From an optimization exercise on the open Yosys and OpenROAD flow, aimed at small area and a short achievable clock period; shortcuts taken in it are not production practice.
Function was checked by simulation only, so behaviour that the tests miss may differ from the original.
Power and IR drop assume default switching activity.

==> flow/design.v <==
package stream_fifo_pkg;
	typedef logic [15:0] sample_t;
	typedef struct packed {
		sample_t hi;
		sample_t lo;
	} sample_pair_t;
	typedef logic [31:0] word_count_t;
endpackage
module stream_fifo_top (
	input  logic                          ti_clk,
	input  logic                          reset,
	input  logic                          sample_wr,
	input  stream_fifo_pkg::sample_t      sample_in,
	input  logic                          word_rd,
	output stream_fifo_pkg::sample_pair_t word_out,
	output logic                          block_rdy,
	output stream_fifo_pkg::word_count_t  fill_count
);
	localparam int NROW = 10;
	localparam int NCOL = 8;
	localparam int NPAIR = NROW * NCOL;
	logic [31:0] mem [NPAIR];
	logic [NROW-1:0]  wr_row;      
	logic [NCOL-1:0]  wr_col;      
	logic             wr_half;     
	logic [NCOL-1:0]  wen_lo;      
	logic [NCOL-1:0]  wen_hi;      
	logic [NPAIR-1:0] rd_sel;      
	logic [4:0] in_cnt;      
	logic       in_full;     
	logic [6:0] st_cnt;      
	logic [3:0] out_cnt;     
	logic       last_wr;     
	logic       last_rd;     
	logic [7:0] fill;
	logic write_ok, read_ok, mv_wr, mv_rd;
	assign write_ok = (in_cnt >= 5'd2) && (st_cnt != 7'd64);
	assign read_ok  = (st_cnt != 7'd0) && (out_cnt != 4'd8) && !last_rd;
	assign mv_rd    = read_ok && (!write_ok || last_wr);
	assign mv_wr    = write_ok && !mv_rd;
	for (genvar r = 0; r < NROW; r++) begin : g_row
		for (genvar c = 0; c < NCOL; c++) begin : g_col
			always_ff @(posedge ti_clk) begin
				if (wr_row[r] && wen_lo[c]) mem[r*NCOL+c][15:0]  <= sample_in;
				if (wr_row[r] && wen_hi[c]) mem[r*NCOL+c][31:16] <= sample_in;
			end
		end
	end
	logic [31:0] head;
	always_comb begin
		head = '0;
		for (int i = 0; i < NPAIR; i++) begin
			head = head | (mem[i] & {32{rd_sel[i]}});
		end
	end
	logic [4:0]      in_nw, in_w;
	logic            full_nw, full_w;
	logic            half_w;
	logic [NCOL-1:0] col_w;
	logic [NROW-1:0] row_w;
	logic [NCOL-1:0] wlo_nw, whi_nw, wlo_w, whi_w;
	assign in_nw   = in_cnt - (mv_wr ? 5'd2 : 5'd0);
	assign in_w    = in_nw + 5'd1;
	assign full_nw = (in_nw == 5'd16);
	assign full_w  = (in_nw == 5'd15);
	assign half_w  = !wr_half;
	assign col_w   = wr_half ? {wr_col[NCOL-2:0], wr_col[NCOL-1]} : wr_col;
	assign row_w   = (wr_half && wr_col[NCOL-1]) ? {wr_row[NROW-2:0], wr_row[NROW-1]} : wr_row;
	assign wlo_nw  = (!full_nw && !wr_half) ? wr_col : '0;
	assign whi_nw  = (!full_nw &&  wr_half) ? wr_col : '0;
	assign wlo_w   = (!full_w  && !half_w)  ? col_w  : '0;
	assign whi_w   = (!full_w  &&  half_w)  ? col_w  : '0;
	logic [3:0]       out_nr, out_r;
	logic [NPAIR-1:0] sel_r;
	assign out_nr = out_cnt + 4'(last_rd);
	assign out_r  = out_nr - 4'd1;
	assign sel_r  = {rd_sel[NPAIR-2:0], rd_sel[NPAIR-1]};
	logic [4:0]       in_cnt_d;
	logic             in_full_d;
	logic             wr_half_d;
	logic [NCOL-1:0]  wr_col_d, wen_lo_d, wen_hi_d;
	logic [NROW-1:0]  wr_row_d;
	logic [3:0]       out_cnt_d;
	logic             pop;
	logic [31:0]      word_out_d;
	logic [7:0]       fill_d;
	stream_fifo_late #(
		.NROW(NROW),
		.NCOL(NCOL)
	) late_i (
		.reset     (reset),
		.sample_wr (sample_wr),
		.word_rd   (word_rd),
		.in_full   (in_full),
		.out_empty (out_cnt == 4'd0),
		.in_nw     (in_nw),
		.in_w      (in_w),
		.full_nw   (full_nw),
		.full_w    (full_w),
		.half      (wr_half),
		.half_w    (half_w),
		.col       (wr_col),
		.col_w     (col_w),
		.row       (wr_row),
		.row_w     (row_w),
		.wlo_nw    (wlo_nw),
		.wlo_w     (wlo_w),
		.whi_nw    (whi_nw),
		.whi_w     (whi_w),
		.out_nr    (out_nr),
		.out_r     (out_r),
		.wo        (word_out),
		.head      (head),
		.fill      (fill),
		.fill_p1   (fill + 8'd1),
		.fill_m1   (fill - 8'd1),
		.fill_m2   (fill - 8'd2),
		.in_cnt_d  (in_cnt_d),
		.in_full_d (in_full_d),
		.half_d    (wr_half_d),
		.col_d     (wr_col_d),
		.row_d     (wr_row_d),
		.wlo_d     (wen_lo_d),
		.whi_d     (wen_hi_d),
		.out_cnt_d (out_cnt_d),
		.pop       (pop),
		.wo_d      (word_out_d),
		.fill_d    (fill_d)
	);
	always_ff @(posedge ti_clk) begin
		in_cnt   <= in_cnt_d;
		in_full  <= in_full_d;
		wr_half  <= wr_half_d;
		wr_col   <= wr_col_d;
		wr_row   <= wr_row_d;
		wen_lo   <= wen_lo_d;
		wen_hi   <= wen_hi_d;
		out_cnt  <= out_cnt_d;
		word_out <= word_out_d;
		fill     <= fill_d;
	end
	always_ff @(posedge ti_clk) begin
		if (reset || pop) rd_sel <= reset ? NPAIR'(1) : sel_r;
	end
	always_ff @(posedge ti_clk) begin
		if (reset) begin
			st_cnt    <= '0;
			last_wr   <= 1'b0;
			last_rd   <= 1'b0;
			block_rdy <= 1'b0;
		end else begin
			st_cnt    <= st_cnt + 7'(mv_wr) - 7'(mv_rd);
			last_wr   <= mv_wr;
			last_rd   <= mv_rd;
			block_rdy <= (out_cnt >= 4'd4);
		end
	end
	assign fill_count = {24'd0, fill};
endmodule
module stream_fifo_late #(
	parameter int NROW = 10,
	parameter int NCOL = 8
) (
	input  logic                 reset,
	input  logic                 sample_wr,
	input  logic                 word_rd,
	input  logic                 in_full,
	input  logic                 out_empty,
	input  logic [4:0]           in_nw,
	input  logic [4:0]           in_w,
	input  logic                 full_nw,
	input  logic                 full_w,
	input  logic                 half,
	input  logic                 half_w,
	input  logic [NCOL-1:0]      col,
	input  logic [NCOL-1:0]      col_w,
	input  logic [NROW-1:0]      row,
	input  logic [NROW-1:0]      row_w,
	input  logic [NCOL-1:0]      wlo_nw,
	input  logic [NCOL-1:0]      wlo_w,
	input  logic [NCOL-1:0]      whi_nw,
	input  logic [NCOL-1:0]      whi_w,
	input  logic [3:0]           out_nr,
	input  logic [3:0]           out_r,
	input  logic [31:0]          wo,
	input  logic [31:0]          head,
	input  logic [7:0]           fill,
	input  logic [7:0]           fill_p1,
	input  logic [7:0]           fill_m1,
	input  logic [7:0]           fill_m2,
	output logic [4:0]           in_cnt_d,
	output logic                 in_full_d,
	output logic                 half_d,
	output logic [NCOL-1:0]      col_d,
	output logic [NROW-1:0]      row_d,
	output logic [NCOL-1:0]      wlo_d,
	output logic [NCOL-1:0]      whi_d,
	output logic [3:0]           out_cnt_d,
	output logic                 pop,
	output logic [31:0]          wo_d,
	output logic [7:0]           fill_d
);
	logic w, r;
	assign w = sample_wr && !in_full;
	assign r = word_rd && !out_empty;
	assign pop = r;
	always_comb begin
		if (reset) begin
			in_cnt_d  = '0;
			in_full_d = 1'b0;
			half_d    = 1'b0;
			col_d     = NCOL'(1);
			row_d     = NROW'(1);
			wlo_d     = NCOL'(1);
			whi_d     = '0;
			out_cnt_d = '0;
			wo_d      = '0;
			fill_d    = '0;
		end else begin
			in_cnt_d  = w ? in_w    : in_nw;
			in_full_d = w ? full_w  : full_nw;
			half_d    = w ? half_w  : half;
			col_d     = w ? col_w   : col;
			row_d     = w ? row_w   : row;
			wlo_d     = w ? wlo_w   : wlo_nw;
			whi_d     = w ? whi_w   : whi_nw;
			out_cnt_d = r ? out_r   : out_nr;
			wo_d      = r ? head    : wo;
			case ({w, r})
				2'b10:   fill_d = fill_p1;
				2'b01:   fill_d = fill_m2;
				2'b11:   fill_d = fill_m1;
				default: fill_d = fill;
			endcase
		end
	end
endmodule
==> flow/flow/run.sh <==
#!/bin/bash
# The standard layout, with two changes to how it is made:
#  - sizing may swap a cell for one of another footprint (the platform
#    limits repair to same-footprint swaps);
#  - port buffers are buf_4 cells rather than the slow delay buffers the
#    port buffering step picks on its own.
# make's output goes to standard.log; ORFS keeps each tool's log under orfs/logs.
set -euo pipefail
bash standard.sh MATCH_CELL_FOOTPRINT=0 \
  "BUFFER_PORTS_ARGS=-buffer_cell sky130_fd_sc_hd__buf_4" \
  finish > standard.log 2>&1
==> flow/standard.sh <==
#!/bin/bash
# synth_recipe.tcl (not shown) runs the flow's synth.tcl, then flattens the netlist and writes it again
# the make line also repeats each setting of config.mk as NAME=value (left out here)
make -C /OpenROAD-flow-scripts/flow DESIGN_CONFIG=/design/flow/config.mk WORK_HOME=/design/flow/orfs CLKGATE_MAP_FILE= SYNTH_SCRIPT=/design/flow/synth_recipe.tcl "${@:-finish}"
==> flow/config.mk <==
export PLATFORM = sky130hd
export DESIGN_NAME = stream_fifo_top
export DESIGN_NICKNAME = stream_fifo_top
export VERILOG_FILES = /design/flow/design.v
export SDC_FILE = /design/flow/constraint.sdc
export NUM_CORES = 4
export LEC_CHECK = 0
export CAP_MARGIN = 20
export CORE_MARGIN = 2
export CORE_UTILIZATION = 55
export CTS_CLUSTER_DIAMETER = 100
export CTS_CLUSTER_SIZE = 25
export SETUP_SLACK_MARGIN = 5
export SLEW_MARGIN = 20
export TNS_END_PERCENT = 5
==> flow/constraint.sdc <==
create_clock -name core_clock -period 8.0 [get_ports {ti_clk}]
set_input_delay 1.6000 -clock core_clock [delete_from_list [all_inputs] [get_ports {ti_clk}]]
set_output_delay 1.6000 -clock core_clock [all_outputs]
set_load 0.01 [all_outputs]
==> run summary <==
## routing by layer
layer,routed length [um],vias up,GRT usage
met4,43050,18,0.3694
met5,264,-,0.004497
met1,138100,32435,0.6077
met3,75660,1827,0.1825
met2,180300,7598,0.6588
li1,-,22298,-
## where the power goes
group          internal, uW  leakage (uW)  switching [uW]  total (uW)
logic                  1990       0.00712            6020        8010
clock network          2870       0.00161            4450        7310
registers             16000        0.0246             393       16400
total                 20900        0.0334           10900       31700
## cells in the final DEF (no fill, tap or decap), drive strengths merged, types with 36 or more instances in the layout
cell       n
a22o     449
nand3     48
a22oi    391
and2     168
clkbuf   194
nand2     46
nand4    194
edfxtp  2640
a221oi   448
buf      367
nor4      36
dfxtp     95
nor2b     82
a21oi     61
nor3      41
o21ai     38
nor2      39
## flip-flops by register name, summed over array words and instances (netlist names)
signal	flops
wr_col	8
last_wr	1
wen_lo	8
wen_hi	8
st_cnt	7
block_rdy	1
last_rd	1
fill	8
in_cnt	5
mem	2560
rd_sel	80
out_cnt	4
word_out	32
in_full	1
wr_row	10
wr_half	1
## per-stage QoR
step / power, uW / utilization / setup slack (ns) / hold slack, ns
6_report: 31740 / 0.6006 / 4.646 / 0.5331
5_1_grt: 31750 / 0.6002 / 4.797 / 0.5530
4_1_cts: 30910 / 0.5986 / 4.718 / 0.5371
3_5_place_dp: 23930 / 0.5788 / 4.146 / 0.5227
3_3_place_gp: 23920 / 0.5787 / 4.080 / 0.5156
2_1_floorplan: 19620 / - / 4.394 / 0.4664
## cell families (layout without fill, tap and decap cells)
group                    after synthesis  count (layout)
adder cells (fa/ha/maj)               25              25
buffers and inverters                335             588
XOR/XNOR                              18              18
other                                  1              55
AO/OA/AOI/OAI                       1416            1416
flip-flops                          2735            2735
AND/OR/NAND/NOR                      678             678
## layout make-up
cell class | instances | area (um^2)
multi-input cells | 2161 | 16500
diodes | 31 | 77.57
clock inverters | 5 | 52.55
repair buffers | 367 | 2875
well taps | 2355 | 2947
fillers | 12815 | 71180
clock buffers | 194 | 3323
inverters | 22 | 85.08
flip-flops and latches | 2735 | 81190
## worst max-delay path: stages (launching register included)
cell      delay, ns
edfxtp_1       0.37
buf_4          0.26
buf_4          0.39
a22o_1         0.30
a221oi_1       0.40
nand4_1        0.81
nor4_2         0.52
a21oi_1        0.11
## repair_timing
action,4_1_cts,5_1_grt
setup buffers,9,10
pin swaps,8,14
resized for setup,18,35
setup endpoints to repair,65,73
hold endpoints to repair,0,0
hold buffers,0,0
## worst min-delay path by stage
stage	startpoint	end	slack [ns]
5_1_grt	wr_col[3]	wr_col[3]	0.55
6_report	fill[0]	fill[0]	0.53
2_1_floorplan	wr_col[7]	wr_col[7]	0.47
3_3_place_gp	wr_col[6]	wr_col[6]	0.52
4_1_cts	fill[0]	fill[0]	0.54
3_5_place_dp	fill[0]	fill[0]	0.52
==> results by group <==
Status
  – Run status: finished clean

Critical path
  – Critical path endpoint: word_out[6]
  – CP max FO: 22
  – Critical Path AT: 4.06 ns
  – Worst reg2reg path startpoint: rd_sel[68]
  – Startpoint types: flop
  – Reg-to-reg critical path endpoint: word_out[6]
  – Critical Path RT: 8.70 ns
  – Critical path endpoint category: flop
  – WS Path Type: reg2reg
  – Worst reg2reg setup slack: 4.65 ns
  – Setup crit start: rd_sel[68]
  – R2R depth: 7

Timing
  – Max-slew violations: 0
  – Max-slew headroom at the worst pin: 0.1572
  – Worst slew pin tran: around 1.3 ns
  – FMAX: 298.1 MHz
  – RSZ-0062 raised after global routing: yes
  – Final Cycle Share: 0.4193
  – Setup TNS: 0 ns
  – Hold Vio Cnt, Final: 0
  – Final setup viols: 0
  – Worst Skew: around 0.035 ns
  – Tmin final: 3.354 ns

Die
  – Core ar.: 178200 um^2
  – Ports: 85
  – Die Width: 427.3 um
  – Die area: 182500 um^2
  – Die Height: 427.3 um
  – Row count: about 160
  – Starting density of the core: 0.5528

Routing
  – Antenna Violating Nets Remaining: 0
  – Vias per Instance: about 8.2
  – Drt pass-1 iters: 7
  – Drt first-iter violations: 15200
  – Via count: approximately 64000
  – Average wire per standard cell: 55.57 um
  – DRC: 0
  – Final WL: 437300 um

Synthesis
  – Mapped Avg Cell Area: roughly 19 um^2
  – Gate Count Post-Synth: 5208
  – Mux cell area share after synthesis: 0
  – Largest family of logic cells by synthesized area: compound AO/OA/AOI/OAI gates
  – Synthesis Warnings: 3
  – Post-synth EDFFs: approximately 2600
  – Synth Area in Compound Gates: 0.1171
  – Most common cell in the netlist: edfxtp_1
  – Ys flop type: edfxtp_1
  – Seq/Total Area, Yosys: 0.8239
  – Synthesized flop and latch total: 2735
  – Area share of the largest cell type after synthesis: 0.8046
  – Number of distinct library cells after synthesis: between 40 and 50
  – Synth area leaders: edfxtp_1 (80%), a22o_1 (4.0%), a221oi_1 (4.0%)
  – Simple-gate share of the synthesized area: 0.03996
  – Largest area contributor in the netlist: edfxtp_1
  – Async S/R FF share, synth: 0
  – Post-synth top cells: edfxtp_1 (2640), a22o_1 (449), a221oi_1 (448)
  – Synth Area in Adders: 0.003327
  – Synth Cell Area: 98530 um^2
  – XOR/XNOR share of the synthesized area: 0.001600

Power and ir drop
  – Pwr/cell area: 296.5 nW/um^2
  – Leakage power: 0.03337 uW
  – Maximum resistive drop on vdd: 281.7 uV

Place
  – Port Buffers: 60
  – Post-DP HPWL: 245400 um
  – GPL Wtd Cong: 0.9398
  – Placed Area: 103200 um^2
  – Inst Count DP: 7620

CTS
  – CTS tree: yes
  – Root buf cell: clkbuf_16
  – CTS Buffer Depth: 3
  – TritonCTS sink count: 2735
  – CTS buffer count: 119
  – CTS clk-pin slew, worst paths: roughly 0.1 ns
  – H-tree depth: 3
  – Clk Latency, worst-skew pair: 0.85 ns

Hold path
  – WHS Path Cells: 2
  – Worst hold path type: reg2reg

Global route
  – Vias in the first global route: 56588
  – First-pass GRT wire length: roughly 560000 um
  – Largest net degree at the start of global routing: 104
  – Initial antenna violation count: 30
  – GRT overflow: 0
  – Total GRT Usage: 0.4772

Layout
  – Layout area overhead: 8.650%
  – Post-route cell area: 107100 um^2
  – Fin cells: 7870
  – Fraction of layout cells with a size suffix above 1: 0.1151
  – Layout Nets: 5451

Job
  – Max Cap Viol: 0

static timing again, ports no longer ideal:
The flow's constraints put no driver on any port. The routed layout listed below was extracted and timed again, unchanged, in two steps. Step 1 assumes that a clkbuf_16 drives the clock port and a buf_2 every other input. Step 2 moves the port delays by t, midway between the first and last clock arrival at a register: inputs arrive t later, outputs are due t later. That takes back most of the time a late clock gives input paths. Three values: no drivers, after step 1, after step 2; two values: the first two.
t (ns): 0.931
slack for setup (ns): 4.646 / 4.646 / 4.081
hold slack, ns: 0.533 / 0.533 / 0.533
After both steps setup and hold are still met in this run. The setup slack of this run moves by 0.000 ns with the drivers and by -0.565 ns with both steps.
